Source: an optimization exercise on an open RTL-to-GDS flow (aim: small area, a short achievable clock period and few clock cycles per item). Production flows keep margins and buffers that such runs may drop.
RTL that was checked went through simulation tests only; none was proved equivalent to the original.
Function not checked in runs 1 to 4: the RTL went through the layout flow alone.

==> flow/design.v, too long to show whole: its modules and the start of the top module <==
// module fp_alu_seq: 316 lines
// module fp_div_step: 44 lines
// module fp_mul_cs: 1621 lines
module fp_alu_seq #(
   parameter int EXP_W = 8,
   parameter int MAN_W = 23
) (
   input  logic                   clk,
   input  logic                   rst,
   input  logic                   in_valid,
   output logic                   in_ready,
   input  logic [2:0]             op,
   input  logic [EXP_W+MAN_W:0]   a,
   input  logic [EXP_W+MAN_W:0]   b,
   output logic                   out_valid,
   input  logic                   out_ready,
   output logic [EXP_W+MAN_W:0]   result,
   output logic [3:0]             flags
);
  // ...
==> flow/run.sh <==
#!/bin/bash
# synth_recipe.tcl (not shown) runs the flow's synth.tcl, then flattens the netlist and writes it again
# the make line also repeats each setting of config.mk as NAME=value (left out here)
make -C /OpenROAD-flow-scripts/flow DESIGN_CONFIG=/design/flow/config.mk WORK_HOME=/design/flow/orfs CLKGATE_MAP_FILE= SYNTH_SCRIPT=/design/flow/synth_recipe.tcl finish
==> flow/config.mk <==
export PLATFORM = sky130hd
export DESIGN_NAME = fp_alu_seq
export DESIGN_NICKNAME = fp_alu_seq
export VERILOG_FILES = /design/flow/design.v
export SDC_FILE = /design/flow/constraint.sdc
export NUM_CORES = 4
export LEC_CHECK = 0
export ABC_AREA = 1
export CAP_MARGIN = 20
export CORE_MARGIN = 2
export CORE_UTILIZATION = 40
export SLEW_MARGIN = 20
==> flow/constraint.sdc <==
create_clock -name core_clock -period 11.0 [get_ports {clk}]
set_input_delay 2.2000 -clock core_clock [delete_from_list [all_inputs] [get_ports {clk}]]
set_output_delay 2.2000 -clock core_clock [all_outputs]
set_load 0.01 [all_outputs]
==> notes.md, run 1 <==
- Final instance area: 48,000 um^2
- Worst Hold Class: reg -> reg
- Die W: 336 um
- Final HPWL DP: 115,000 um
- Met3 routed WL: 14,200 um
- DR DRC count: 0
- Slew HR: 30.4%
- Met1 Use GR: 35.0%
- Reg-to-reg slack, setup: 2160 ps
- Area delta synth->final: 9.04%
- CTS tree: built
- Die Y: 336 um
- Hold worst-path end: sp2
- Diodes inserted: 1
- M1 WL: 62,600 um
- Setup ws final: 2160 ps
- Final min period: 8840 ps
- Reg-to-reg endpoint: dws[6]
- Clk pin slew, worst setup/hold paths: 60 ps
- Status: complete, no violations
- Clock tree buffer depth: 3
- CP endpoint: dws[6]
- Clock sink total: 386
- H-tree depth: 2
==> run 2: changes to the inputs <==
--- a/flow/config.mk
+++ b/flow/config.mk
@@ -5,7 +5,6 @@
 export SDC_FILE = /design/flow/constraint.sdc
 export NUM_CORES = 4
 export LEC_CHECK = 0
-export ABC_AREA = 1
 export CAP_MARGIN = 20
 export CORE_MARGIN = 2
 export CORE_UTILIZATION = 40
==> run 2 against run 1 <==
Against the previous run:
- sequential share of layout area fell by 1.6 points
- clock-buffer cell count rose by 3
- still clean on timing, DRC and antenna
- wire length grew 16%
- highest routed layer is now met5
- design area up 7.4%
- via count is 11% higher
- critical path type unchanged
- non-clock buffer count grew 33
==> notes.md, run 2 <==
- Status: complete, no violations (unchanged)
- Crit share post-route: 82.8% (was 80.3%)
- Vias per cell: 6.23 (was 5.66)
- Initial DRC count: 5,287 (was 3,865)
- Worst Hold Class: reg -> reg (unchanged)
- Clock sink total: 386 (unchanged)
- Share of cells above drive strength 1: 6.89% (was 5.28%)
- Layer with the highest usage: met2 (unchanged)
- Count leader, synth: o21ai_0 (was nand2_1)
- FFs w/ async S/R, synth: 0% (unchanged)
- Ys flop type: edfxtp_1 (unchanged)
- CP max stage cell: inv_2 (was fa_1)
- Final count of negative-setup-slack endpoints: 0 (unchanged)
- H-tree depth: 2 (unchanged)
- Clock tree buffer depth: 3 (unchanged)
- Slew Limit Fails: 0 (unchanged)
- Die area: 122,000 um^2 (was 113,000 um^2)
- Hold path start: spn1 (was sp1)
- Grt total ovfl: 0 (unchanged)
- Skew final: 85.9 ps (was 20.9 ps)
- Worst Path Arrival: 9440 ps (was 9190 ps)
- First-pass iteration count of the detailed router: 6 (was 7)
- Max Fclk: 110 MHz (was 113 MHz)
- Initial Util: 40.3% (was 40.4%)
- Reg-to-reg slack, setup: 1900 ps (was 2160 ps)
- Max-cap viol count: 0 (unchanged)
- Most common cell after layout, fill and taps aside: o21ai_0 (was nand2_1)
- CTS Root Cell: clkbuf_16 (unchanged)
- Ys Warns: 2 (unchanged)
- Area share of the largest cell type after synthesis: 23.8% (was 25.7%)
- Largest Register: x1 (unchanged)
- CP peak stage delay: 750 ps (was 590 ps)
- Reg-to-reg endpoint: dws[6] (unchanged)
- CTS tree: built (unchanged)
- Largest family of logic cells by synthesized area: compound AO/OA/AOI/OAI gates (was adder cells)
- Synth Area in Adders: 20.6% (was 22.3%)
- Hold worst-path end: spn2 (was sp2)
- Multiplexer area fraction after synthesis: 7.09% (was 0.0682%)
- Largest cells by area after synthesis: edfxtp_1 (24%), fa_1 (12%), ha_1 (8.3%), o21ai_0 (5.6%), mux2i_1 (4.8%) (was edfxtp_1 (26%), fa_1 (13%), nand2_1 (9.6%), ha_1 (8.9%), xor2_1 (7.7%))
- Hold WS: 417 ps (about the same)
- Met1 Use GR: 38.5% (was 35.0%)
- Post-Synth Simple-Gate Area: 13.6% (was 17.2%)
- Slew HR: 20.5% (was 30.4%)
- Unrepaired setup endpoints after global routing: no (unchanged)
- Final min period: 9100 ps (was 8840 ps)
- WHS Path Cells: 0 (unchanged)
- Compound-cell area share of the yosys netlist: 24.2% (was 16.1%)
- Most frequent cells in the layout: o21ai_0 (536), nor2_1 (516), nand2_1 (500), inv_1 (439), a21oi_1 (416) (was nand2_1 (1,129), inv_1 (741), xor2_1 (387), edfxtp_1 (377), o22ai_1 (361))
- Most frequent cells after synthesis: o21ai_0 (536), nor2_1 (526), nand2_1 (501), inv_1 (441), clkbuf_1 (418) (was nand2_1 (1,132), inv_1 (742), xor2_1 (387), edfxtp_1 (377), o22ai_1 (361))
- Via count of the routed design: 43,923 (was 39,426)
- Crit. End Element: flop (unchanged)
- Syn Inst Count: 5,677 (was 5,570)
- Overall global routing resource usage: 28.5% (was 26.9%)
- Synth Area in XOR/XNOR: 2.77% (was 8.29%)
- Rows: 126 (was 121)
- Critical setup path kind: reg -> reg (unchanged)
- Reg2reg start: dws[20] (unchanged)
- Mapped cell area: 47,600 um^2 (was 44,000 um^2)
- Final core utilization: 43.7% (was 44.1%)
- Largest net degree at the start of global routing: 84 (was 79)
- Final Hold Viols: 0 (unchanged)
- Io pins: 109 (unchanged)
- Clk pin slew, worst setup/hold paths: 60 ps (about the same)
- Die Y: 349 um (was 336 um)
- Skew-Pair Late Insertion Delay: 650 ps (was 610 ps)
- Grt met2 use: 44.3% (was 42.7%)
- Nets: 6,153 (was 6,190)
- Remaining antenna violation count after routing: 0 (unchanged)
- FF-to-FF path depth: 31 (unchanged)
- GR Util met3: 4.69% (was 5.99%)
- Detailed Route WL: 178,000 um (was 153,000 um)
- Routed WL per cell: 25.3 um (was 22.0 um)
- Fill cell count: 11,626 (was 10,888)
- Max reg flops: 51 (unchanged)
- Resized Gates After CTS: 0 (unchanged)
- Sequential area share after synthesis: 24.2% (was 26.1%)
- Routability cong.: 0.961 (was 0.969)
- Largest area contributor in the netlist: edfxtp_1 (unchanged)
- Number of global-route vias before repair: 41,385 (was 38,063)
- Critical Path Start Type: flop (unchanged)
- Worst Tran Pin Value: 1180 ps (was 1040 ps)
- CTS Buf Count: 48 (was 46)
- Yosys reg bits: 386 (unchanged)
- Setup TNS: 0 ps (unchanged)
- Core area: 118,000 um^2 (was 109,000 um^2)
- Post-synth EDFFs: 377 (unchanged)
- Port Buffers: 108 (unchanged)
- Final HPWL DP: 129,000 um (was 115,000 um)
- Die W: 349 um (was 336 um)
- Dpl cells: 6,959 (was 6,876)
- Post-CTS Setup Bufs: 0 (unchanged)
- Area delta synth->final: 8.30% (was 9.04%)
- Avg Cell Area, Syn: 8.39 um^2 (was 7.91 um^2)
- Worst Path Required: 11,330 ps (was 11,350 ps)
- CTS Hold Bufs: 0 (unchanged)
- Crit Path Max Fanout: 55 (was 47)
- Global-route wire length before repair: 267,000 um (was 233,000 um)
- Synth cell types: 100 (was 70)
- Syn Nets: 6,356 (was 6,249)
- Cell Count, Final, Fillers Out: 7,050 (was 6,961)
- Initial antenna violation count: 9 (was 1)
- DR DRC count: 0 (unchanged)
run 2: how the worst max path moves through the flow:
stage | startpoint | end | slack (ps) | cells after the start
floorplan | dcnt[0] | dws[20] | 2430 | 24
global placement | dws[20] | dws[11] | 2060 | 31
detailed placement | dws[20] | dws[17] | 1980 | 31
CTS | dws[20] | dws[6] | 1880 | 31
global route | dws[20] | dws[6] | 1240 | 31
finish | dws[20] | dws[6] | 1900 | 31
run 2: per-stage QoR:
| step | cell area, um^2 | setup slack [ps] |
|---|---|---|
| floorplan | 47600 | 2430 |
| global placement | 49900 | 2060 |
| detailed placement | 49900 | 1980 |
| CTS | 51500 | 1880 |
| global route | 51600 | 1240 |
| finish | 51600 | 1900 |
run 2: cell families (layout without fill, tap and decap cells):
group	count (synthesis)	after routing
fa+ha+maj	610	610
simple gates	1450	1450
compound gates	1811	1811
mux	323	323
flops	386	386
xor+xnor	150	150
other cells	0	2
buf+inv	947	782
run 2: final cells by class:
| cell class | count | area, um^2 | area share (%) |
|---|---|---|---|
| Multi-Input combinational cell | 4344 | 32700 | 63.3 |
| Sequential cell | 386 | 11500 | 22.3 |
| Timing Repair Buffer | 245 | 2150 | 4.17 |
| Tap cell | 1536 | 1920 | 3.73 |
| Inverter | 449 | 1690 | 3.27 |
| Clock buffer | 54 | 1220 | 2.37 |
| Clock inverter | 34 | 414 | 0.803 |
| Antenna cell | 2 | 5.00 | 0.00971 |
run 2: worst max-delay path, delay by kind of cell (launching register included):
kind / cells / cell delay, ps
compound gates: 10 / 1940
buf+inv: 6 / 1770
fa+ha+maj: 7 / 2630
simple gates: 5 / 940
xor+xnor: 2 / 870
mux: 1 / 120
flops: 1 / 440
run 2: routing by layer:
layer,part of all wire (%),wire [um]
met2,44,78300
met5,0.052,92
met4,5.8,10300
met1,41,73200
met3,9.2,16400
==> module fp_alu_seq, before the edit <==
module fp_alu_seq #(
   parameter int EXP_W = 8,
   parameter int MAN_W = 23
) (
   input  logic                   clk,
   input  logic                   rst,
   input  logic                   in_valid,
   output logic                   in_ready,
   input  logic [2:0]             op,
   input  logic [EXP_W+MAN_W:0]   a,
   input  logic [EXP_W+MAN_W:0]   b,
   output logic                   out_valid,
   input  logic                   out_ready,
   output logic [EXP_W+MAN_W:0]   result,
   output logic [3:0]             flags
);
   localparam logic [2:0] OP_SUB = 3'b001;
   localparam logic [2:0] OP_MUL = 3'b010;
   localparam logic [2:0] OP_DIV = 3'b011;
   logic        v0, st0;
   logic [2:0]  op0;
   logic [31:0] a0, b0;
   logic        v1, add1, mul1, div1, sub1, s1;
   logic [9:0]  e1;
   logic [50:0] x1;
   logic        sp1, spn1, spi1, sps1, nv1, dz1;
   logic        v2, div2, s2, z2;
   logic [9:0]  e2;
   logic [22:0] f2;
   logic        sp2, spn2, spi2, sps2, nv2, dz2;
   logic        v3, v3b;
   logic [31:0] res3, res3b;
   logic [3:0]  fl3, fl3b;
   logic        dbusy;
   logic [2:0]  dcnt;
   logic [26:0] dws, dwc;
   logic [24:0] dq, dqm;
   logic [23:0] dd;
   logic adv, adv0, accept, consume, dfree, start_in, start_r0, div0;
   assign div0     = (op0 == OP_DIV);
   assign adv      = !v3b && !(v2 && div2 && (dcnt != 3'd0));
   assign consume  = v2 && div2 && adv;
   assign dfree    = !dbusy || consume;
   assign start_r0 = v0 && div0 && !st0 && dfree;
   assign adv0     = adv && (!div0 || (st0 && (dcnt <= 3'd2)));
   assign in_ready = !v0 || adv0;
   assign accept   = in_valid && in_ready;
   assign start_in = accept && (op == OP_DIV) && dfree;
   logic       sa, sb, sb_eff, sx;
   logic [7:0] ea, eb;
   logic       za, zb, ia, ib, na, nb;
   logic [23:0] siga, sigb;
   logic       is_add, is_mul, is_div;
   assign sa     = a0[31];
   assign sb     = b0[31];
   assign ea     = a0[30:23];
   assign eb     = b0[30:23];
   assign za     = (ea == 8'd0);
   assign zb     = (eb == 8'd0);
   assign ia     = (ea == 8'hFF) && (a0[22:0] == 23'd0);
   assign ib     = (eb == 8'hFF) && (b0[22:0] == 23'd0);
   assign na     = (ea == 8'hFF) && (a0[22:0] != 23'd0);
   assign nb     = (eb == 8'hFF) && (b0[22:0] != 23'd0);
   assign siga   = za ? 24'd0 : {1'b1, a0[22:0]};
   assign sigb   = zb ? 24'd0 : {1'b1, b0[22:0]};
   assign sb_eff = sb ^ (op0 == OP_SUB);
   assign sx     = sa ^ sb;
   assign is_add = (op0[2:1] == 2'b00);
   assign is_mul = (op0 == OP_MUL);
   assign is_div = (op0 == OP_DIV);
   logic sp, spn, spi, sps, nv, dz;
   always_comb begin
      sp  = 1'b1;
      spn = 1'b1;
      spi = 1'b0;
      sps = 1'b0;
      nv  = 1'b0;
      dz  = 1'b0;
      if (op0[2]) begin
         nv = 1'b1;
      end else if (na || nb) begin
         nv = 1'b0;
      end else begin
         case (op0[1:0])
            2'b00, 2'b01: begin
               if (ia && ib && (sa != sb_eff)) nv = 1'b1;
               else if (ia) begin spn = 1'b0; spi = 1'b1; sps = sa; end
               else if (ib) begin spn = 1'b0; spi = 1'b1; sps = sb_eff; end
               else sp = 1'b0;
            end
            2'b10: begin
               if ((ia && zb) || (za && ib)) nv = 1'b1;
               else if (ia || ib) begin spn = 1'b0; spi = 1'b1; sps = sx; end
               else if (za || zb) begin spn = 1'b0; sps = sx; end
               else sp = 1'b0;
            end
            default: begin
               if ((za && zb) || (ia && ib)) nv = 1'b1;
               else if (ia) begin spn = 1'b0; spi = 1'b1; sps = sx; end
               else if (zb) begin spn = 1'b0; spi = 1'b1; sps = sx; dz = 1'b1; end
               else if (ib || za) begin spn = 1'b0; sps = sx; end
               else sp = 1'b0;
            end
         endcase
      end
   end
   logic        swap, big_s;
   logic [7:0]  big_e, dab, dba, ediff;
   logic [4:0]  shamt;
   logic [23:0] big_sig, sml_sig;
   logic [26:0] sml_ext, aligned;
   logic        sticky;
   always_comb begin
      swap    = {eb, sigb} > {ea, siga};
      big_e   = swap ? eb : ea;
      big_sig = swap ? sigb : siga;
      sml_sig = swap ? siga : sigb;
      big_s   = swap ? sb_eff : sa;
      dab     = ea - eb;
      dba     = eb - ea;
      ediff   = swap ? dba : dab;
      shamt   = (ediff > 8'd26) ? 5'd26 : ediff[4:0];
      sml_ext = {sml_sig, 3'b000};
      sticky  = |(sml_ext & ~(27'h7FFFFFF << shamt));
      aligned = (sml_ext >> shamt) | {26'd0, sticky};
   end
   logic [24:0] mhs, mhc;
   logic        mlc;
   fp_mul_cs u_mul (.a({1'b1, a0[22:0]}), .b({1'b1, b0[22:0]}), .hs(mhs), .hc(mhc), .lc(mlc));
   logic [9:0] e_mul, e_div;
   assign e_mul = {2'b00, ea} + {2'b00, eb} - 10'd127;
   assign e_div = {2'b00, ea} - {2'b00, eb} + 10'd127;
   always_ff @(posedge clk) begin
      if (rst) v1 <= 1'b0;
      else if (adv) v1 <= v0 && adv0;
      if (adv) begin
         add1 <= is_add;
         mul1 <= is_mul;
         div1 <= is_div;
         sub1 <= sa ^ sb_eff;
         s1   <= is_add ? big_s : sx;
         e1   <= is_add ? {2'b00, big_e} : is_mul ? e_mul : e_div;
         x1   <= is_mul ? {mhs, mhc, mlc} : {big_sig, aligned};
         sp1  <= sp;
         spn1 <= spn;
         spi1 <= spi;
         sps1 <= sps;
         nv1  <= nv;
         dz1  <= dz;
      end
   end
   logic [26:0] big_ext, al1;
   logic [27:0] sum, sum_n;
   logic [4:0]  lsum;
   logic [24:0] phi;
   logic [22:0] f_add, f_mul;
   logic [9:0]  e_add, e_mn;
   always_comb begin
      big_ext = {x1[50:27], 3'b000};
      al1     = x1[26:0];
      sum     = sub1 ? ({1'b0, big_ext} - {1'b0, al1}) : ({1'b0, big_ext} + {1'b0, al1});
      lsum    = 5'd0;
      for (int i = 0; i < 28; i++) begin
         if (sum[i]) lsum = 5'(i);
      end
      sum_n   = sum << (5'd27 - lsum);
      f_add   = sum_n[26:4];
      e_add   = e1 + {5'd0, lsum} - 10'd26;
      phi     = x1[50:26] + x1[25:1] + {24'd0, x1[0]};
      f_mul   = phi[24] ? phi[23:1] : phi[22:0];
      e_mn    = e1 + {9'd0, phi[24]};
   end
   always_ff @(posedge clk) begin
      if (rst) v2 <= 1'b0;
      else if (adv) v2 <= v1;
      if (adv) begin
         div2 <= div1;
         s2   <= s1;
         z2   <= add1 && (sum == 28'd0);
         e2   <= add1 ? e_add : mul1 ? e_mn : e1;
         f2   <= add1 ? f_add : f_mul;
         sp2  <= sp1;
         spn2 <= spn1;
         spi2 <= spi1;
         sps2 <= sps1;
         nv2  <= nv1;
         dz2  <= dz1;
      end
   end
   logic [26:0] wsum;
   logic [24:0] qf;
   logic [22:0] f3;
   logic [9:0]  e2m1;
   logic [7:0]  e3;
   logic        ovf, unf, ovf_a, unf_a, ovf_b, unf_b, dhi;
   logic [31:0] res_n;
   logic [3:0]  fl_n;
   always_comb begin
      wsum  = dws + dwc;
      qf    = wsum[26] ? dqm : dq;
      dhi   = qf[24];
      e2m1  = e2 - 10'd1;
      ovf_a = !e2[9] && (e2 >= 10'd255);
      unf_a = e2[9] || (e2 == 10'd0);
      ovf_b = !e2m1[9] && (e2m1 >= 10'd255);
      unf_b = e2m1[9] || (e2m1 == 10'd0);
      if (div2 && !dhi) begin
         f3  = qf[22:0];
         e3  = e2m1[7:0];
         ovf = ovf_b;
         unf = unf_b;
      end else begin
         f3  = div2 ? qf[23:1] : f2;
         e3  = e2[7:0];
         ovf = ovf_a;
         unf = unf_a;
      end
      fl_n  = 4'b0000;
      res_n = {s2, e3, f3};
      if (sp2) begin
         res_n = spn2 ? 32'h7FC00000 : {sps2, spi2 ? 8'hFF : 8'h00, 23'd0};
         fl_n  = {nv2, dz2, 2'b00};
      end else if (z2) begin
         res_n = 32'd0;
      end else if (ovf) begin
         res_n = {s2, 8'hFF, 23'd0};
         fl_n  = 4'b0010;
      end else if (unf) begin
         res_n = {s2, 31'd0};
         fl_n  = 4'b0001;
      end
   end
   logic take, new3;
   assign take = v3 && out_ready;
   assign new3 = v2 && adv;
   always_ff @(posedge clk) begin
      if (rst) begin
         v3  <= 1'b0;
         v3b <= 1'b0;
      end else if (v3b) begin
         if (take) v3b <= 1'b0;
      end else if (new3) begin
         v3 <= 1'b1;
         if (v3 && !take) v3b <= 1'b1;
      end else if (take) begin
         v3 <= 1'b0;
      end
      if (v3b) begin
         if (take) begin
            res3 <= res3b;
            fl3  <= fl3b;
         end
      end else if (new3) begin
         if (!v3 || take) begin
            res3 <= res_n;
            fl3  <= fl_n;
         end else begin
            res3b <= res_n;
            fl3b  <= fl_n;
         end
      end
   end
   assign out_valid = v3;
   assign result    = res3;
   assign flags     = fl3;
   always_ff @(posedge clk) begin
      if (rst) v0 <= 1'b0;
      else if (!v0 || adv0) v0 <= accept;
      if (accept) begin
         a0  <= a;
         b0  <= b;
         op0 <= op;
         st0 <= start_in;
      end else if (start_r0) begin
         st0 <= 1'b1;
      end
   end
   logic [31:0] da_src, db_src;
   logic [26:0] lws, lwc, sws1, swc1, sws2, swc2;
   logic [24:0] lq, lqm, sq1, sqm1, sq2, sqm2;
   logic [23:0] ld;
   assign da_src = start_r0 ? a0 : a;
   assign db_src = start_r0 ? b0 : b;
   assign ld     = {1'b1, db_src[22:0]};
   fp_div_step u_ds0 (.ws({4'b0000, da_src[22:0]} | 27'h0800000), .wc(27'd0),
                      .q(25'd0), .qm({25{1'b1}}), .d(ld),
                      .ws_n(lws), .wc_n(lwc), .q_n(lq), .qm_n(lqm));
   fp_div_step u_ds1 (.ws(dws), .wc(dwc), .q(dq), .qm(dqm), .d(dd),
                      .ws_n(sws1), .wc_n(swc1), .q_n(sq1), .qm_n(sqm1));
   fp_div_step u_ds2 (.ws(sws1), .wc(swc1), .q(sq1), .qm(sqm1), .d(dd),
                      .ws_n(sws2), .wc_n(swc2), .q_n(sq2), .qm_n(sqm2));
   always_ff @(posedge clk) begin
      if (rst) begin
         dbusy <= 1'b0;
         dcnt  <= 3'd0;
      end else if (start_in || start_r0) begin
         dbusy <= 1'b1;
         dcnt  <= 3'd6;
      end else begin
         if (consume) dbusy <= 1'b0;
         if (dbusy && (dcnt != 3'd0)) dcnt <= dcnt - 3'd1;
      end
      if (start_in || start_r0) begin
         dws <= lws;
         dwc <= lwc;
         dq  <= lq;
         dqm <= lqm;
         dd  <= ld;
      end else if (dbusy && (dcnt != 3'd0)) begin
         dws <= sws2;
         dwc <= swc2;
         dq  <= sq2;
         dqm <= sqm2;
      end
   end
endmodule
==> run 3: changes to the inputs <==
--- a/flow/design.v
+++ b/flow/design.v
@@ -17,12 +17,15 @@
    localparam logic [2:0] OP_SUB = 3'b001;
    localparam logic [2:0] OP_MUL = 3'b010;
    localparam logic [2:0] OP_DIV = 3'b011;
+   localparam int         XST    = 2;    
    logic        v0, st0;
    logic [2:0]  op0;
    logic [31:0] a0, b0;
-   logic        v1, add1, mul1, div1, sub1, s1;
+   logic        v1, add1, mul1, div1, s1;
    logic [9:0]  e1;
-   logic [50:0] x1;
+   logic [26:0] xa1;
+   logic [27:0] xb1;
+   logic        xc1;
    logic        sp1, spn1, spi1, sps1, nv1, dz1;
    logic        v2, div2, s2, z2;
    logic [9:0]  e2;
@@ -42,7 +45,7 @@
    assign consume  = v2 && div2 && adv;
    assign dfree    = !dbusy || consume;
    assign start_r0 = v0 && div0 && !st0 && dfree;
-   assign adv0     = adv && (!div0 || (st0 && (dcnt <= 3'd2)));
+   assign adv0     = adv && (!div0 || (st0 && ({1'b0, dcnt} <= 4'(2 + XST))));
    assign in_ready = !v0 || adv0;
    assign accept   = in_valid && in_ready;
    assign start_in = accept && (op == OP_DIV) && dfree;
@@ -109,7 +112,7 @@
    logic [4:0]  shamt;
    logic [23:0] big_sig, sml_sig;
    logic [26:0] sml_ext, aligned;
-   logic        sticky;
+   logic        sticky, eff_sub;
    always_comb begin
       swap    = {eb, sigb} > {ea, siga};
       big_e   = swap ? eb : ea;
@@ -123,6 +126,7 @@
       sml_ext = {sml_sig, 3'b000};
       sticky  = |(sml_ext & ~(27'h7FFFFFF << shamt));
       aligned = (sml_ext >> shamt) | {26'd0, sticky};
+      eff_sub = sa ^ sb_eff;
    end
    logic [24:0] mhs, mhc;
    logic        mlc;
@@ -137,10 +141,11 @@
          add1 <= is_add;
          mul1 <= is_mul;
          div1 <= is_div;
-         sub1 <= sa ^ sb_eff;
          s1   <= is_add ? big_s : sx;
          e1   <= is_add ? {2'b00, big_e} : is_mul ? e_mul : e_div;
-         x1   <= is_mul ? {mhs, mhc, mlc} : {big_sig, aligned};
+         xa1  <= is_mul ? {2'b00, mhs} : {big_sig, 3'b000};
+         xb1  <= is_mul ? {3'b000, mhc} : {eff_sub, aligned ^ {27{eff_sub}}};
+         xc1  <= is_mul ? mlc : eff_sub;
          sp1  <= sp;
          spn1 <= spn;
          spi1 <= spi;
@@ -149,16 +154,13 @@
          dz1  <= dz;
       end
    end
-   logic [26:0] big_ext, al1;
    logic [27:0] sum, sum_n;
    logic [4:0]  lsum;
-   logic [24:0] phi;
+   logic [24:0] phi;    
    logic [22:0] f_add, f_mul;
    logic [9:0]  e_add, e_mn;
    always_comb begin
-      big_ext = {x1[50:27], 3'b000};
-      al1     = x1[26:0];
-      sum     = sub1 ? ({1'b0, big_ext} - {1'b0, al1}) : ({1'b0, big_ext} + {1'b0, al1});
+      sum     = {1'b0, xa1} + xb1 + {27'd0, xc1};
       lsum    = 5'd0;
       for (int i = 0; i < 28; i++) begin
          if (sum[i]) lsum = 5'(i);
@@ -166,27 +168,25 @@
       sum_n   = sum << (5'd27 - lsum);
       f_add   = sum_n[26:4];
       e_add   = e1 + {5'd0, lsum} - 10'd26;
-      phi     = x1[50:26] + x1[25:1] + {24'd0, x1[0]};
+      phi     = sum[24:0];
       f_mul   = phi[24] ? phi[23:1] : phi[22:0];
       e_mn    = e1 + {9'd0, phi[24]};
    end
-   always_ff @(posedge clk) begin
-      if (rst) v2 <= 1'b0;
-      else if (adv) v2 <= v1;
-      if (adv) begin
-         div2 <= div1;
-         s2   <= s1;
-         z2   <= add1 && (sum == 28'd0);
-         e2   <= add1 ? e_add : mul1 ? e_mn : e1;
-         f2   <= add1 ? f_add : f_mul;
-         sp2  <= sp1;
-         spn2 <= spn1;
-         spi2 <= spi1;
-         sps2 <= sps1;
-         nv2  <= nv1;
-         dz2  <= dz1;
+   localparam int BW = 42;
+   logic [BW-1:0] b2n;
+   assign b2n = {div1, s1, add1 && (sum == 28'd0), add1 ? e_add : mul1 ? e_mn : e1,
+                 add1 ? f_add : f_mul, sp1, spn1, spi1, sps1, nv1, dz1};
+   logic [BW-1:0] bq [XST+1];
+   logic          vq [XST+1];
+   for (genvar i = 0; i <= XST; i++) begin : g_r2
+      always_ff @(posedge clk) begin
+         if (rst) vq[i] <= 1'b0;
+         else if (adv) vq[i] <= (i == 0) ? v1 : vq[(i == 0) ? 0 : i - 1];
+         if (adv) bq[i] <= (i == 0) ? b2n : bq[(i == 0) ? 0 : i - 1];
       end
    end
+   assign v2 = vq[XST];
+   assign {div2, s2, z2, e2, f2, sp2, spn2, spi2, sps2, nv2, dz2} = bq[XST];
    logic [26:0] wsum;
    logic [24:0] qf;
    logic [22:0] f3;
--- a/flow/config.mk
+++ b/flow/config.mk
@@ -5,7 +5,9 @@
 export SDC_FILE = /design/flow/constraint.sdc
 export NUM_CORES = 4
 export LEC_CHECK = 0
+export ABC_CLOCK_PERIOD_IN_PS = 5000
 export CAP_MARGIN = 20
 export CORE_MARGIN = 2
 export CORE_UTILIZATION = 40
+export SETUP_SLACK_MARGIN = 5
 export SLEW_MARGIN = 20
==> run 3 against run 2 <==
Against the previous run:
- die area up 2.6%
- area after synthesis grew 2.7%
- wire length shrank 0.22%
- largest cell class unchanged
==> notes.md, run 3 <==
- Die W: 354 um (was 349 um)
- CP max stage cell: fa_2 (was inv_2)
- Max-cap viol count: 0 (unchanged)
- DR DRC count: 0 (unchanged)
- Remaining antenna violation count after routing: 0 (unchanged)
- Yosys reg bits: 476 (was 386)
- Crit share post-route: 68.4% (was 82.8%)
- Io pins: 109 (unchanged)
- H-tree depth: 2 (unchanged)
- Area delta synth->final: 15.7% (was 8.30%)
- Port Buffers: 108 (unchanged)
- Crit. End Element: flop (unchanged)
- Crit Path Max Fanout: 5 (was 55)
- Post-synth EDFFs: 465 (was 377)
- Skew final: 46.6 ps (was 85.9 ps)
- Die Y: 354 um (was 349 um)
- Initial Util: 40.2% (was 40.3%)
- Max reg flops: 126 (was 51)
- M1 WL: 74,600 um (was 73,200 um)
- Diodes inserted: 0 (was 2)
- Syn Nets: 6,179 (was 6,356)
- Ys Warns: 4 (was 2)
- Hold worst-path end: bq[2][8] (was spn2)
- Detailed Route WL: 178,000 um (about the same)
- Share of cells above drive strength 1: 14.2% (was 6.89%)
- Clock sink total: 476 (was 386)
- Nets: 6,172 (was 6,153)
- Hold path start: bq[1][8] (was spn1)
- Count leader, synth: o21ai_0 (unchanged)
- CTS Hold Bufs: 0 (unchanged)
- Core area: 122,000 um^2 (was 118,000 um^2)
- Largest area contributor in the netlist: edfxtp_1 (unchanged)
- Avg Cell Area, Syn: 8.81 um^2 (was 8.39 um^2)
- Met2 wire len: 76,300 um (was 78,300 um)
- Skew-Pair Late Insertion Delay: 680 ps (was 650 ps)
- Most frequent cells after synthesis: o21ai_0 (542), nor2_1 (510), edfxtp_1 (465), nand2_1 (455), clkbuf_1 (406) (was o21ai_0 (536), nor2_1 (526), nand2_1 (501), inv_1 (441), clkbuf_1 (418))
- WHS Path Cells: 0 (unchanged)
- CP peak stage delay: 580 ps (was 750 ps)
- Met3 routed WL: 18,700 um (was 16,400 um)
- Die area: 125,000 um^2 (was 122,000 um^2)
- Most frequent cells in the layout: o21ai_0 (521), nor2_1 (491), edfxtp_1 (465), nand2_1 (443), inv_1 (383) (was o21ai_0 (536), nor2_1 (516), nand2_1 (500), inv_1 (439), a21oi_1 (416))
- Largest Register: bq (was x1)
- Routed WL per cell: 24.7 um (was 25.3 um)
- CTS Buf Count: 56 (was 48)
- Status: complete, no violations (unchanged)
- Grt total ovfl: 0 (unchanged)
- Worst Path Arrival: 8040 ps (was 9440 ps)
- Largest net degree at the start of global routing: 152 (was 84)
- FF-to-FF path depth: 33 (was 31)
- Rows: 128 (was 126)
- Final Hold Viols: 0 (unchanged)
- CTS tree: built (unchanged)
- Worst Path Required: 11,520 ps (was 11,330 ps)
- Final min period: 7520 ps (was 9100 ps)
- Routability cong.: 0.977 (was 0.961)
- First-pass iteration count of the detailed router: 8 (was 6)
- Most common cell after layout, fill and taps aside: o21ai_0 (unchanged)
- Worst Tran Pin Value: 1070 ps (was 1180 ps)
- FFs w/ async S/R, synth: 0% (unchanged)
- CTS Root Cell: clkbuf_16 (unchanged)
- Slew HR: 28.7% (was 20.5%)
- Area share of the largest cell type after synthesis: 28.6% (was 23.8%)
- Final count of negative-setup-slack endpoints: 0 (unchanged)
- Reg-to-reg slack, setup: 3480 ps (was 1900 ps)
- Overall global routing resource usage: 27.4% (was 28.5%)
- Mapped cell area: 48,900 um^2 (was 47,600 um^2)
- Largest cells by area after synthesis: edfxtp_1 (29%), fa_1 (12%), ha_1 (6.8%), o21ai_0 (5.5%), a21oi_1 (4.0%) (was edfxtp_1 (24%), fa_1 (12%), ha_1 (8.3%), o21ai_0 (5.6%), mux2i_1 (4.8%))
- Critical setup path kind: reg -> reg (unchanged)
- Ys flop type: edfxtp_1 (unchanged)
- Reg-to-reg endpoint: dws[20] (was dws[6])
- Critical Path Start Type: flop (unchanged)
- Clock tree buffer depth: 3 (unchanged)
- Worst Hold Class: reg -> reg (unchanged)
- Synth cell types: 105 (was 100)
- Setup TNS: 0 ps (unchanged)
- Max Fclk: 133 MHz (was 110 MHz)
- Final core utilization: 46.5% (was 43.7%)
- Global-route wire length before repair: 266,000 um (was 267,000 um)
- Initial DRC count: 5,603 (was 5,287)
- Number of global-route vias before repair: 41,795 (was 41,385)
- Via count of the routed design: 44,402 (was 43,923)
- Reg2reg start: dwc[20] (was dws[20])
- Sequential area share after synthesis: 29.0% (was 24.2%)
- Final HPWL DP: 123,000 um (was 129,000 um)
- Vias per cell: 6.16 (was 6.23)
- Slew Limit Fails: 0 (unchanged)
- Top layer in use: met5 (unchanged)
- Syn Inst Count: 5,549 (was 5,677)
- Clk pin slew, worst setup/hold paths: 70 ps (was 60 ps)
- Unrepaired setup endpoints after global routing: yes (was no)
- CP dominant cell by count: fa_2
- Initial antenna violation count: 5 (was 9)
==> run 3: critical path: cells and delay by family, from the launching register on <==
| family | cells | cell delay, ps |
|---|---|---|
| adders and majority gates | 10 | 3480 |
| AOI/OAI and AO/OA | 11 | 1700 |
| muxes | 2 | 710 |
| and+or+nand+nor | 5 | 670 |
| buffers and inverters | 5 | 430 |
| DFF | 1 | 410 |
==> run 3: what timing repair did <==
| action | in CTS | in global routing |
|---|---|---|
| pin swaps | 63 | 58 |
| resized for setup | 228 | 152 |
| setup buffers | 87 | 54 |
| endpoints found under the setup margin | 156 | 124 |
| cloned | 21 | 4 |
==> run 3: cell families after synthesis <==
group | share of synthesized area [%]
fa+ha+maj | 18.9
mux | 5.78
compound gates | 24.0
flops | 29.0
xor+xnor | 2.68
buf+inv | 6.94
simple gates | 12.7
==> run 3: routing by layer <==
layer  global-route usage (%)  vias to the layer above
met5                        0                        -
met2                     40.8                     2411
met3                     6.49                      442
li1                         -                    20106
met1                     38.1                    21435
met4                     11.1                        8
==> run 3: metrics by stage <==
stage | cell area, um^2 | hold slack, ps | std cells | setup WS (ps)
global placement | 51500 | 401 | 6940 | 2090
CTS | 55400 | 414 | 7149 | 3450
floorplan | 49300 | 400 | 5549 | 3790
detailed placement | 51500 | 405 | 6942 | 1960
finish | 56600 | 400 | 7208 | 3480
global route | 56600 | 420 | 7208 | 3260
==> run 3: how the worst max path moves through the flow <==
stage              end    start  cells past startpoint  slack [ps]
6_report       dws[20]  dwc[20]                     33        3480
5_1_grt         dws[8]   dd[22]                     35        3260
4_1_cts        dws[19]  dwc[20]                     33        3450
3_5_place_dp    dws[8]   dd[22]                     33        1960
3_3_place_gp    dws[8]   dd[22]                     33        2090
2_1_floorplan  dws[22]  dwc[20]                     30        3790
==> run 3: layout make-up <==
cell class	instances	area (um^2)
inverter	404	1590
tap	1625	2030
sequential	476	14200
fill	11521	65000
clock buffer	66	1440
clock inverter	33	300
multi-input combinational	4204	33300
timing repair buffer	398	3770
timing repair inverter	2	10.0
==> run 4: changes to the inputs <==
--- a/flow/config.mk
+++ b/flow/config.mk
@@ -5,6 +5,7 @@
 export SDC_FILE = /design/flow/constraint.sdc
 export NUM_CORES = 4
 export LEC_CHECK = 0
+export ABC_AREA = 1
 export ABC_CLOCK_PERIOD_IN_PS = 5000
 export CAP_MARGIN = 20
 export CORE_MARGIN = 2
==> run 4 against run 3 <==
Against the previous run:
- area after synthesis decreased by 8.8%
- setup slack improved by 520 ps
- via count decreased by 12%
- first-iteration DRC count decreased by 28%
- largest cell class unchanged
- worst hold slack improved by 11 ps
- global-route usage decreased by 1.6 points
- flip-flop and latch count unchanged
- final cell count decreased by 3.2%
- synthesized cell count decreased by 3.9%
- utilization increased by 0.40 points
- critical path type unchanged
- critical path depth unchanged
==> notes.md, run 4 <==
- Status: complete, no violations (unchanged)
- Share of cells above drive strength 1: 11.5% (was 14.2%)
- Post-synth EDFFs: 465 (unchanged)
- Die area: 114,000 um^2 (was 125,000 um^2)
- Worst Hold Class: reg -> reg (unchanged)
- Avg Cell Area, Syn: 8.36 um^2 (was 8.81 um^2)
- Final core utilization: 46.9% (was 46.5%)
- DP Worst Slack: 2170 ps (was 1960 ps)
- Final min period: 7000 ps (was 7520 ps)
- Max Fclk: 143 MHz (was 133 MHz)
- Rows: 122 (was 128)
- Detailed Route WL: 152,000 um (was 178,000 um)
- Port Buffers: 108 (unchanged)
- Vias per cell: 5.58 (was 6.16)
- Grt total ovfl: 0 (unchanged)
- Crit Path Max Fanout: 6 (was 5)
- CTS tree: built (unchanged)
- Final HPWL DP: 105,000 um (was 123,000 um)
- CP peak stage delay: 580 ps (about the same)
- H-tree depth: 2 (unchanged)
- Area of the multi-input gates: 27,800 um^2 (was 33,300 um^2)
- Area delta synth->final: 16.5% (was 15.7%)
- Io pins: 109 (unchanged)
- Sequential area share after synthesis: 31.8% (was 29.0%)
- Crit. End Element: flop (unchanged)
- Largest net degree at the start of global routing: 101 (was 152)
- Clock tree buffer depth: 3 (unchanged)
- Unrepaired setup endpoints after global routing: yes (unchanged)
- Final Hold Viols: 0 (unchanged)
- Final count of negative-setup-slack endpoints: 0 (unchanged)
- Critical setup path kind: reg -> reg (unchanged)
- Count leader, synth: nand2_1 (was o21ai_0)
- Mapped cell area: 44,600 um^2 (was 48,900 um^2)
- Worst Tran Pin Value: 1120 ps (was 1070 ps)
- Max-cap viol count: 0 (unchanged)
- CTS Buf Count: 54 (was 56)
- Via count of the routed design: 38,928 (was 44,402)
- Core area: 111,000 um^2 (was 122,000 um^2)
- Number of global-route vias before repair: 37,428 (was 41,795)
- Skew-Pair Late Insertion Delay: 660 ps (was 680 ps)
- Die Y: 338 um (was 354 um)
- Area share of the largest cell type after synthesis: 31.3% (was 28.6%)
- CP max stage cell: fa_2 (unchanged)
- FFs w/ async S/R, synth: 0% (unchanged)
- Clock sink total: 476 (unchanged)
- Initial DRC count: 4,041 (was 5,603)
- Setup TNS: 0 ps (unchanged)
- CTS Root Cell: clkbuf_16 (unchanged)
- Routability cong.: 0.942 (was 0.977)
- Initial antenna violation count: 0 (was 5)
- Nets: 6,073 (was 6,172)
- Synth cell types: 72 (was 105)
- Fill cell count: 10,646 (was 11,521)
- Reg area: 14,200 um^2 (about the same)
- Worst Path Required: 11,370 ps (was 11,520 ps)
- Largest Register: bq (unchanged)
- Syn Nets: 5,963 (was 6,179)
- Crit share post-route: 63.6% (was 68.4%)
- Max reg flops: 126 (unchanged)
- Overall global routing resource usage: 25.8% (was 27.4%)
- Setup ws final: 4000 ps (was 3480 ps)
- Most common cell after layout, fill and taps aside: nand2_1 (was o21ai_0)
- DR DRC count: 0 (unchanged)
- Initial Util: 40.3% (was 40.2%)
- Routed WL per cell: 21.7 um (was 24.7 um)
- Global-route wire length before repair: 227,000 um (was 266,000 um)
- Die W: 338 um (was 354 um)
- Slew HR: 24.5% (was 28.7%)
- Critical Path Start Type: flop (unchanged)
- Slew Limit Fails: 0 (unchanged)
- Skew final: 54.2 ps (was 46.6 ps)
- Most frequent cells in the layout: nand2_1 (1,104), inv_1 (663), edfxtp_1 (465), xor2_1 (356), o22ai_1 (317) (was o21ai_0 (521), nor2_1 (491), edfxtp_1 (465), nand2_1 (443), inv_1 (383))
- Syn Inst Count: 5,333 (was 5,549)
- First-pass iteration count of the detailed router: 8 (unchanged)
- Clk pin slew, worst setup/hold paths: 60 ps (was 70 ps)
- Yosys reg bits: 476 (unchanged)
- Ys flop type: edfxtp_1 (unchanged)
- Ys Warns: 4 (unchanged)
- Largest area contributor in the netlist: edfxtp_1 (unchanged)
- CTS Hold Bufs: 0 (unchanged)
- Remaining antenna violation count after routing: 0 (unchanged)
- Most frequent cells after synthesis: nand2_1 (1,137), inv_1 (689), edfxtp_1 (465), xor2_1 (374), o22ai_1 (354) (was o21ai_0 (542), nor2_1 (510), edfxtp_1 (465), nand2_1 (455), clkbuf_1 (406))
- Largest cells by area after synthesis: edfxtp_1 (31%), fa_1 (13%), nand2_1 (9.6%), ha_1 (7.5%), xor2_1 (7.3%) (was edfxtp_1 (29%), fa_1 (12%), ha_1 (6.8%), o21ai_0 (5.5%), a21oi_1 (4.0%))
- Worst Path Arrival: 7370 ps (was 8040 ps)
- Diodes inserted: 0 (unchanged)
run 4: cell type report:
cell class	instances	area share [%]
Tap cell	1488	3.58
Multi-Input combinational cell	3827	53.4
Clock inverter	41	0.804
Timing Repair inverter	9	0.176
Inverter	740	5.60
Sequential cell	476	27.3
Timing Repair Buffer	335	6.44
Clock buffer	59	2.64
run 4: final timing paths:
kind / start / end / slack [ps] / cells past startpoint
worst max-delay path: dwc[20] / dws[13] / 4000 / 33
worst min-delay path: bq[0][10] / bq[1][10] / 410 / 0
worst max register to register: dwc[20] / dws[13] / 4000 / 33
worst min register to register: bq[0][10] / bq[1][10] / 410 / 0
run 4: stage by stage:
step                      area (um^2)  hold slack, ps  cells
final                           51900             412   6975
after global routing            51900             419   6975
after CTS                       50200             414   6868
after detailed placement        47300             405   6726
after global placement          47300             400   6726
after floorplan                 44900             400   5333
run 4: metal layers:
layer | global-route usage, % | share of wire [%]
met1 | 34.6 | 41
met4 | 11.5 | 5.0
met2 | 41.0 | 45
met5 | 0 | 0
met3 | 4.25 | 8.8
run 4: kinds of logic after synthesis:
| family | count (synthesis) | share of synthesized area [%] |
|---|---|---|
| buffers and inverters | 1036 | 8.94 |
| DFF | 476 | 31.8 |
| muxes | 2 | 0.0449 |
| adders and majority gates | 559 | 20.6 |
| xor gates and xnor gates | 393 | 7.75 |
| AOI/OAI and AO/OA | 1083 | 14.2 |
| and+or+nand+nor | 1784 | 16.6 |
run 4: what timing repair did:
| action | CTS | global route |
|---|---|---|
| resized for setup | 150 | 210 |
| setup buffers | 30 | 88 |
| setup endpoints to repair | 155 | 201 |
| gates cloned | 12 | 19 |
| pin swaps | 48 | 72 |
run 4: critical path: cells and delay by family, from the launching register on:
| kind | cells | cell delay (ps) |
|---|---|---|
| xor+xnor | 3 | 530 |
| simple gates | 8 | 710 |
| flops | 1 | 420 |
| compound gates | 7 | 1350 |
| fa+ha+maj | 8 | 2840 |
| buf+inv | 7 | 820 |
==> run 5: changes to the inputs <==
--- a/flow/design.v
+++ b/flow/design.v
@@ -31,9 +31,9 @@
    logic [9:0]  e2;
    logic [22:0] f2;
    logic        sp2, spn2, spi2, sps2, nv2, dz2;
-   logic        v3, v3b;
-   logic [31:0] res3, res3b;
-   logic [3:0]  fl3, fl3b;
+   logic        v3;
+   logic [31:0] res3;
+   logic [3:0]  fl3;
    logic        dbusy;
    logic [2:0]  dcnt;
    logic [26:0] dws, dwc;
@@ -41,7 +41,7 @@
    logic [23:0] dd;
    logic adv, adv0, accept, consume, dfree, start_in, start_r0, div0;
    assign div0     = (op0 == OP_DIV);
-   assign adv      = !v3b && !(v2 && div2 && (dcnt != 3'd0));
+   assign adv      = !(v3 && !out_ready) && !(v2 && div2 && (dcnt != 3'd0));
    assign consume  = v2 && div2 && adv;
    assign dfree    = !dbusy || consume;
    assign start_r0 = v0 && div0 && !st0 && dfree;
@@ -230,34 +230,12 @@
          fl_n  = 4'b0001;
       end
    end
-   logic take, new3;
-   assign take = v3 && out_ready;
-   assign new3 = v2 && adv;
    always_ff @(posedge clk) begin
-      if (rst) begin
-         v3  <= 1'b0;
-         v3b <= 1'b0;
-      end else if (v3b) begin
-         if (take) v3b <= 1'b0;
-      end else if (new3) begin
-         v3 <= 1'b1;
-         if (v3 && !take) v3b <= 1'b1;
-      end else if (take) begin
-         v3 <= 1'b0;
-      end
-      if (v3b) begin
-         if (take) begin
-            res3 <= res3b;
-            fl3  <= fl3b;
-         end
-      end else if (new3) begin
-         if (!v3 || take) begin
-            res3 <= res_n;
-            fl3  <= fl_n;
-         end else begin
-            res3b <= res_n;
-            fl3b  <= fl_n;
-         end
+      if (rst) v3 <= 1'b0;
+      else if (!(v3 && !out_ready)) v3 <= adv && v2;
+      if (adv && v2) begin
+         res3 <= res_n;
+         fl3  <= fl_n;
       end
    end
    assign out_valid = v3;
==> run 5 against run 4 <==
Against the previous run:
- via count is 0.70% lower
- setup slack better by 110 ps
- largest cell class unchanged
- final cell count is 3.8% lower
- die area is 3.3% lower
- critical endpoint is now dws[6]
- synthesized cell count is 3.8% lower
- wire length is 0.40% higher
- critical path type unchanged
- clock skew is 14 ps lower
==> notes.md, run 5 <==
- Final min period: 6890 ps (was 7000 ps)
- Crit share post-route: 62.6% (was 63.6%)
- Number of global-route vias before repair: 37,160 (was 37,428)
- Initial DRC count: 4,393 (was 4,041)
- Largest area contributor in the netlist: edfxtp_1 (unchanged)
- CP max stage cell: fa_1 (was fa_2)
- Clock sink total: 439 (was 476)
- Slew Limit Fails: 0 (unchanged)
- Max-cap viol count: 0 (unchanged)
- Post-synth EDFFs: 429 (was 465)
- Routed WL per cell: 22.7 um (was 21.7 um)
- Clk pin slew, worst setup/hold paths: 60 ps (about the same)
- Overall global routing resource usage: 26.3% (was 25.8%)
- Die W: 332 um (was 338 um)
- Worst Path Required: 11,370 ps (about the same)
- DP Worst Slack: 1590 ps (was 2170 ps)
- Critical Path Start Type: flop (unchanged)
- Port Buffers: 108 (unchanged)
- Largest net degree at the start of global routing: 101 (unchanged)
- Area share of the largest cell type after synthesis: 29.9% (was 31.3%)
- Sequential area share after synthesis: 30.3% (was 31.8%)
- Worst Hold Class: reg -> reg (unchanged)
- Clock tree buffer depth: 3 (unchanged)
- Synth cell types: 73 (was 72)
- Max Fclk: 145 MHz (was 143 MHz)
- Slew HR: 30.8% (was 24.5%)
- Ys flop type: edfxtp_1 (unchanged)
- Skew-Pair Late Insertion Delay: 650 ps (was 660 ps)
- Final HPWL DP: 101,000 um (was 105,000 um)
- Detailed Route WL: 152,000 um (about the same)
- CP peak stage delay: 530 ps (was 580 ps)
- Setup TNS: 0 ps (unchanged)
- Largest Register: bq (unchanged)
- Unrepaired setup endpoints after global routing: yes (unchanged)
- Area delta synth->final: 18.0% (was 16.5%)
- Core area: 107,000 um^2 (was 111,000 um^2)
- Most frequent cells in the layout: nand2_1 (888), inv_1 (655), edfxtp_1 (429), o21ai_0 (342), xor2_1 (333) (was nand2_1 (1,104), inv_1 (663), edfxtp_1 (465), xor2_1 (356), o22ai_1 (317))
- Die Y: 332 um (was 338 um)
- Die area: 110,000 um^2 (was 114,000 um^2)
- Count leader, synth: nand2_1 (unchanged)
- Via count of the routed design: 38,656 (was 38,928)
- Avg Cell Area, Syn: 8.41 um^2 (was 8.36 um^2)
- Initial Util: 40.3% (about the same)
- Cell Count, Final, Fillers Out: 6,713 (was 6,975)
- Grt total ovfl: 0 (unchanged)
- Ys Warns: 4 (unchanged)
- Final instance area: 50,900 um^2 (was 51,900 um^2)
- First-pass iteration count of the detailed router: 9 (was 8)
- H-tree depth: 2 (unchanged)
- Largest cells by area after synthesis: edfxtp_1 (30%), fa_1 (14%), nand2_1 (7.9%), ha_1 (7.7%), xor2_1 (7.2%) (was edfxtp_1 (31%), fa_1 (13%), nand2_1 (9.6%), ha_1 (7.5%), xor2_1 (7.3%))
- Yosys reg bits: 439 (was 476)
- Dpl cells: 6,437 (was 6,726)
- Worst Tran Pin Value: 1030 ps (was 1120 ps)
- Most common cell after layout, fill and taps aside: nand2_1 (unchanged)
- Critical setup path kind: reg -> reg (unchanged)
- Crit Path Max Fanout: 6 (unchanged)
- Nets: 5,899 (was 6,073)
- Diodes inserted: 0 (unchanged)
- Final Hold Viols: 0 (unchanged)
- Rows: 120 (was 122)
- Skew final: 40.4 ps (was 54.2 ps)
- CTS Root Cell: clkbuf_16 (unchanged)
- Final count of negative-setup-slack endpoints: 0 (unchanged)
- Status: complete, no violations (unchanged)
- Area after DPL: 45,700 um^2 (was 47,300 um^2)
- DR DRC count: 0 (unchanged)
- Initial antenna violation count: 3 (was 0)
- Setup ws final: 4110 ps (was 4000 ps)
- Syn Nets: 5,758 (was 5,963)
- Worst Path Arrival: 7260 ps (was 7370 ps)
- CP dominant cell by count: nand2_8
- Crit. End Element: flop (unchanged)
- Routability cong.: 0.980 (was 0.942)
- Most frequent cells after synthesis: nand2_1 (912), inv_1 (682), edfxtp_1 (429), o21ai_0 (357), o22ai_1 (355) (was nand2_1 (1,137), inv_1 (689), edfxtp_1 (465), xor2_1 (374), o22ai_1 (354))
- Vias per cell: 5.76 (was 5.58)
- CTS Buf Count: 49 (was 54)
- FFs w/ async S/R, synth: 0% (unchanged)
- Syn Inst Count: 5,128 (was 5,333)
- Share of cells above drive strength 1: 12.8% (was 11.5%)
- Io pins: 109 (unchanged)
- Mapped cell area: 43,100 um^2 (was 44,600 um^2)
- CTS tree: built (unchanged)
- Remaining antenna violation count after routing: 0 (unchanged)
- Global-route wire length before repair: 225,000 um (was 227,000 um)
- Max reg flops: 126 (unchanged)
## run 5: changes by cell type after synthesis, sizes merged, moves of 21 or more
cell and change:
a211oi +41, edfxtp -36, nand2 -219, o211ai -31, o21ai +33, xnor2 +21
## run 5: cell families (layout without fill, tap and decap cells)
logic type	after synthesis	after routing	share of synthesized area, %
xor gates and xnor gates	395	395	8.15
AOI/OAI and AO/OA	1126	1127	15.4
and+or+nand+nor	1583	1594	15.6
adders and majority gates	559	559	21.3
muxes	3	3	0.0697
buffers and inverters	1023	1193	9.13
DFF	439	439	30.3
## run 5: final timing paths
path / cells past startpoint / to / start / slack, ps
hold reg to reg: 0 / bq[0][0] / dz1 / 420
setup reg to reg: 38 / dws[6] / dwc[22] / 4110
hold / removal: 0 / bq[0][0] / dz1 / 420
setup / recovery: 38 / dws[6] / dwc[22] / 4110
## run 5: repair_timing
item | in CTS | in global routing
hold buffers | 0 | 0
gates resized for setup | 188 | 169
buffers inserted | 66 | 81
gates cloned | 24 | 12
pin swaps | 41 | 95
setup endpoints to repair | 280 | 234
## run 5: final cells by class
class,count,area [um^2]
fillers,10193,56200
multi-input cells,3678,27700
flip-flops and latches,439,13100
repair buffers,365,3650
inverters,729,2850
well taps,1403,1760
clock buffers,51,1230
clock inverters,41,598
repair inverters,7,45.0
## run 5: metal layers
layer	track usage (%)	wire [um]
met5	0	0
met4	14.0	8910
met3	4.50	14400
met2	41.1	67900
met1	34.8	60900
## run 5: worst max-delay path: cells and delay by family (launching register included)
family | cells | cell delay [ps]
AND/OR/NAND/NOR | 14 | 1180
buffers and inverters | 6 | 910
adder cells (fa/ha/maj) | 6 | 2140
XOR/XNOR | 4 | 750
AO/OA/AOI/OAI | 8 | 1200
flip-flops | 1 | 440
## run 5: metrics by stage
| step | util, % | hold WS (ps) |
|---|---|---|
| floorplan | - | 400 |
| global placement | 42.7 | 400 |
| detailed placement | 42.7 | 405 |
| CTS | 46.1 | 409 |
| global route | 47.5 | 420 |
| finish | 47.5 | 417 |
Testbench counts of run 5, summed over its fixed seeds: cycles 5,138, items 3,000.
==> run 6: changes to the inputs <==
==> flow/flow/run.sh (new file) <==
#!/bin/bash
# Own flow: the standard layout (standard.sh), except that synthesis runs without
# the full/half-adder extraction (ADDER_MAP_FILE empty), so that ABC maps the adders
# itself. Registers, floorplan, power grid, placement, CTS and routing are the standard ones.
set -euo pipefail
bash standard.sh ADDER_MAP_FILE= synth > synth.log 2>&1
bash standard.sh finish > layout.log 2>&1
==> flow/standard.sh (new file) <==
#!/bin/bash
# synth_recipe.tcl (not shown) runs the flow's synth.tcl, then flattens the netlist and writes it again
# the make line also repeats each setting of config.mk as NAME=value (left out here)
make -C /OpenROAD-flow-scripts/flow DESIGN_CONFIG=/design/flow/config.mk WORK_HOME=/design/flow/orfs CLKGATE_MAP_FILE= SYNTH_SCRIPT=/design/flow/synth_recipe.tcl "${@:-finish}"
removed: flow/run.sh
==> run 6 against run 5 <==
Against the previous run:
- via count is 22% higher
- first-iteration DRC count is 20% higher
- clock-buffer cell count is 3 higher
- critical endpoint is now in_ready
- register-to-register slack better by 1100 ps
- die area is 5.4% higher
- wire length is 11% higher
- worst hold slack worse by 19 ps
- non-clock buffer count is 137 lower
==> notes.md, run 6 <==
- Status: complete, no violations (unchanged)
- DR DRC count: 0 (unchanged)
- Port Buffers: 108 (unchanged)
- Routability cong.: 0.979 (was 0.980)
- Max reg flops: 126 (unchanged)
- Vias per cell: 5.50 (was 5.76)
- Clock sink total: 439 (unchanged)
- Final min period: 5960 ps (was 6890 ps)
- Count leader, synth: nand2_1 (unchanged)
- Synth cell types: 70 (was 73)
- Share of cells above drive strength 1: 6.91% (was 12.8%)
- CTS Root Cell: clkbuf_16 (unchanged)
- CTS tree: built (unchanged)
- Worst Hold Class: reg -> reg (unchanged)
- Worst Path Arrival: 3760 ps (was 7260 ps)
- Ys Warns: 4 (unchanged)
- Worst Tran Pin Value: 1140 ps (was 1030 ps)
- Initial Util: 40.3% (about the same)
- Max Fclk: 168 MHz (was 145 MHz)
- Syn Nets: 7,130 (was 5,758)
- Syn Inst Count: 7,059 (was 5,128)
- Yosys reg bits: 439 (unchanged)
- Worst Path Required: 8800 ps (was 11,370 ps)
- Detailed Route WL: 168,000 um (was 152,000 um)
- Largest Register: bq (unchanged)
- Die Y: 341 um (was 332 um)
- Via count of the routed design: 47,227 (was 38,656)
- Crit. End Element: output port (was flop)
- FFs w/ async S/R, synth: 0% (unchanged)
- Final Hold Viols: 0 (unchanged)
- Setup TNS: 0 ps (unchanged)
- CP dominant cell by count: nor2_4 (was nand2_8)
- Skew final: 47.7 ps (was 40.4 ps)
- Rows: 123 (was 120)
- Crit share post-route: 54.2% (was 62.6%)
- First-pass iteration count of the detailed router: 8 (was 9)
- Area delta synth->final: 10.5% (was 18.0%)
- Max-cap viol count: 0 (unchanged)
- Final HPWL DP: 118,000 um (was 101,000 um)
- Most common cell after layout, fill and taps aside: nand2_1 (unchanged)
- Number of global-route vias before repair: 42,527 (was 37,160)
- Largest cells by area after synthesis: edfxtp_1 (28%), nand2_1 (16%), xor2_1 (9.9%), inv_1 (7.1%), nor2_1 (5.6%) (was edfxtp_1 (30%), fa_1 (14%), nand2_1 (7.9%), ha_1 (7.7%), xor2_1 (7.2%))
- CTS Buf Count: 48 (was 49)
- Clk pin slew, worst setup/hold paths: 60 ps (about the same)
- Die area: 116,000 um^2 (was 110,000 um^2)
- Critical-path cell list: clkdlybuf4s50_1 > nor2_4 > a31oi_4 > buf_12 > clkinvlp_4 > a21oi_4 > nor2_4 > inv_2 > clkdlybuf4s15_2
- Die W: 341 um (was 332 um)
- Routed WL per cell: 19.6 um (was 22.7 um)
- Grt total ovfl: 0 (unchanged)
- Largest net degree at the start of global routing: 80 (was 101)
- Nets: 7,112 (was 5,899)
- Global-route wire length before repair: 253,000 um (was 225,000 um)
- Critical Path Start Type: input pin (was flop)
- Sequential area share after synthesis: 28.8% (was 30.3%)
- Dpl cells: 8,461 (was 6,437)
- Area share of the largest cell type after synthesis: 28.3% (was 29.9%)
- CP max stage cell: clkdlybuf4s50_1 (was fa_1)
- Avg Cell Area, Syn: 6.44 um^2 (was 8.41 um^2)
- Clock tree buffer depth: 3 (unchanged)
- Critical setup path kind: in -> out (was reg -> reg)
- Overall global routing resource usage: 27.9% (was 26.3%)
- Setup ws final: 5040 ps (was 4110 ps)
- Post-synth EDFFs: 429 (unchanged)
- Initial DRC count: 5,273 (was 4,393)
- Slew HR: 24.0% (was 30.8%)
- Final count of negative-setup-slack endpoints: 0 (unchanged)
- Initial antenna violation count: 2 (was 3)
- Met1 Use GR: 38.6% (was 34.8%)
- Slew Limit Fails: 0 (unchanged)
- Grt met2 use: 44.2% (was 41.1%)
- CP peak stage delay: 500 ps (was 530 ps)
- Core area: 113,000 um^2 (was 107,000 um^2)
- Ys flop type: edfxtp_1 (unchanged)
- Mapped cell area: 45,500 um^2 (was 43,100 um^2)
- Most frequent cells in the layout: nand2_1 (1,982), inv_1 (851), nor2_1 (676), xor2_1 (513), nand3_1 (497) (was nand2_1 (888), inv_1 (655), edfxtp_1 (429), o21ai_0 (342), xor2_1 (333))
- Crit Path Max Fanout: 5 (was 6)
- Unrepaired setup endpoints after global routing: no (was yes)
- DP Worst Slack: 3050 ps (was 1590 ps)
- Largest area contributor in the netlist: edfxtp_1 (unchanged)
- Skew-Pair Late Insertion Delay: 630 ps (was 650 ps)
- Most frequent cells after synthesis: nand2_1 (1,992), inv_1 (856), nor2_1 (682), xor2_1 (514), nand3_1 (501) (was nand2_1 (912), inv_1 (682), edfxtp_1 (429), o21ai_0 (357), o22ai_1 (355))
- Layer with the highest usage: met2 (unchanged)
- GR Util met3: 3.79% (was 4.50%)
- Cell Count, Final, Fillers Out: 8,582 (was 6,713)
- Io pins: 109 (unchanged)
- H-tree depth: 2 (unchanged)
- Remaining antenna violation count after routing: 0 (unchanged)
==> run 6: cell types whose count changed after synthesis, moves of 90 or more <==
cell | before | now
fa_1 | 292 | 0
ha_1 | 267 | 0
inv_1 | 682 | 856
nand2_1 | 912 | 1992
nand3_1 | 303 | 501
nor2_1 | 245 | 682
o21ai_0 | 357 | 462
or2_2 | 5 | 95
xor2_1 | 353 | 514
==> run 6: timing repair <==
action,in CTS,in global routing
resized for setup,36,37
cloned,5,4
endpoints found under the setup margin,253,98
buffers inserted,6,14
hold buffers,0,0
pin swaps,3,5
==> run 6: worst paths after layout <==
kind	endpoint	slack [ps]	cells past startpoint	from
max	in_ready	5040	9	out_ready
min	bq[1][1]	400	0	bq[0][1]
max reg2reg	xc1	5230	27	b0[21]
min reg2reg	bq[1][1]	400	0	bq[0][1]
==> run 6: final cells by class <==
type	instances	area, um^2
Timing Repair Buffer	228	2120
Tap cell	1500	1880
Inverter	927	3540
Fill cell	11782	62400
Multi-Input combinational cell	5397	27800
Clock inverter	36	510
Antenna cell	1	2.50
Sequential cell	439	13100
Clock buffer	54	1240
==> run 6: layer usage <==
| metal | wire length, um | vias up |
|---|---|---|
| li1 | - | 23017 |
| met5 | 0 | - |
| met1 | 72400 | 21587 |
| met2 | 73200 | 2221 |
| met3 | 15600 | 402 |
| met4 | 7050 | 0 |
==> run 6: metrics by stage <==
step	util, %	hold slack (ps)	cell area (um^2)
after floorplan	-	400	45600
after global placement	42.5	401	47900
after detailed placement	42.5	405	47900
after CTS	44.3	382	49900
after global routing	44.6	390	50200
final	44.6	398	50200
==> run 6: worst max-delay path, delay by kind of cell <==
| kind | cells | cell delay, ps |
|---|---|---|
| buffers and inverters | 5 | 1070 |
| AO/OA/AOI/OAI | 2 | 350 |
| AND/OR/NAND/NOR | 2 | 130 |
==> run 6: kinds of logic (layout without fill, tap and decap cells) <==
| kind of cell | Yosys count | after routing | share of synthesized area [%] |
|---|---|---|---|
| compound gates | 1223 | 1223 | 15.3 |
| xor+xnor | 615 | 615 | 11.9 |
| fa+ha+maj | 6 | 6 | 0.132 |
| buf+inv | 1230 | 1245 | 10.7 |
| flops | 439 | 439 | 28.8 |
| mux | 3 | 3 | 0.0661 |
| other cells | 0 | 1 | 0 |
| simple gates | 3543 | 3550 | 33.1 |

## separate check: timing with driven ports
No port has a modelled driver above. Below, the same layouts with a new extraction and two added sets of constraints.
Step 1 (the two cells are an assumption about what drives the block):
set clk [get_ports {clk}]
set_driving_cell -lib_cell sky130_fd_sc_hd__clkbuf_16 $clk
set_driving_cell -lib_cell sky130_fd_sc_hd__buf_2 [delete_from_list [all_inputs] $clk]
Step 2 moves the port delays by t, midway between the first and last clock arrival at a register: inputs arrive t later, outputs are due t later. That takes back most of the time a late clock gives input paths.
a / b / c = ideal / step 1 / step 2; a / b = the first two.
run | t (ns) | slack for setup (ns) | hold WS [ns] | worst register clock-pin slew, ns | pins driven straight from the clock port
run 1 | 0.661 | 2.165 / 2.165 / 2.165 | 0.417 / 0.417 / 0.417 | 0.08 / 0.08 | 1
run 2 | 0.681 | 1.896 / 1.896 / 1.896 | 0.417 / 0.417 / 0.417 | 0.07 / 0.07 | 1
run 3 | 0.734 | 3.481 / 3.481 / 3.481 | 0.400 / 0.400 / 0.400 | 0.08 / 0.08 | 1
run 4 | 0.697 | 4.000 / 4.000 / 3.729 | 0.412 / 0.412 / 0.412 | 0.07 / 0.07 | 1
run 5 | 0.701 | 4.112 / 4.112 / 4.091 | 0.417 / 0.417 / 0.417 | 0.07 / 0.07 | 1
run 6 | 0.673 | 5.041 / 5.016 / 4.702 | 0.398 / 0.398 / 0.398 | 0.07 / 0.07 | 1
After both steps setup and hold are still met in every run listed. The setup slack of run 6, which loses most, moves by -0.025 ns with the drivers and by -0.339 ns with both steps.
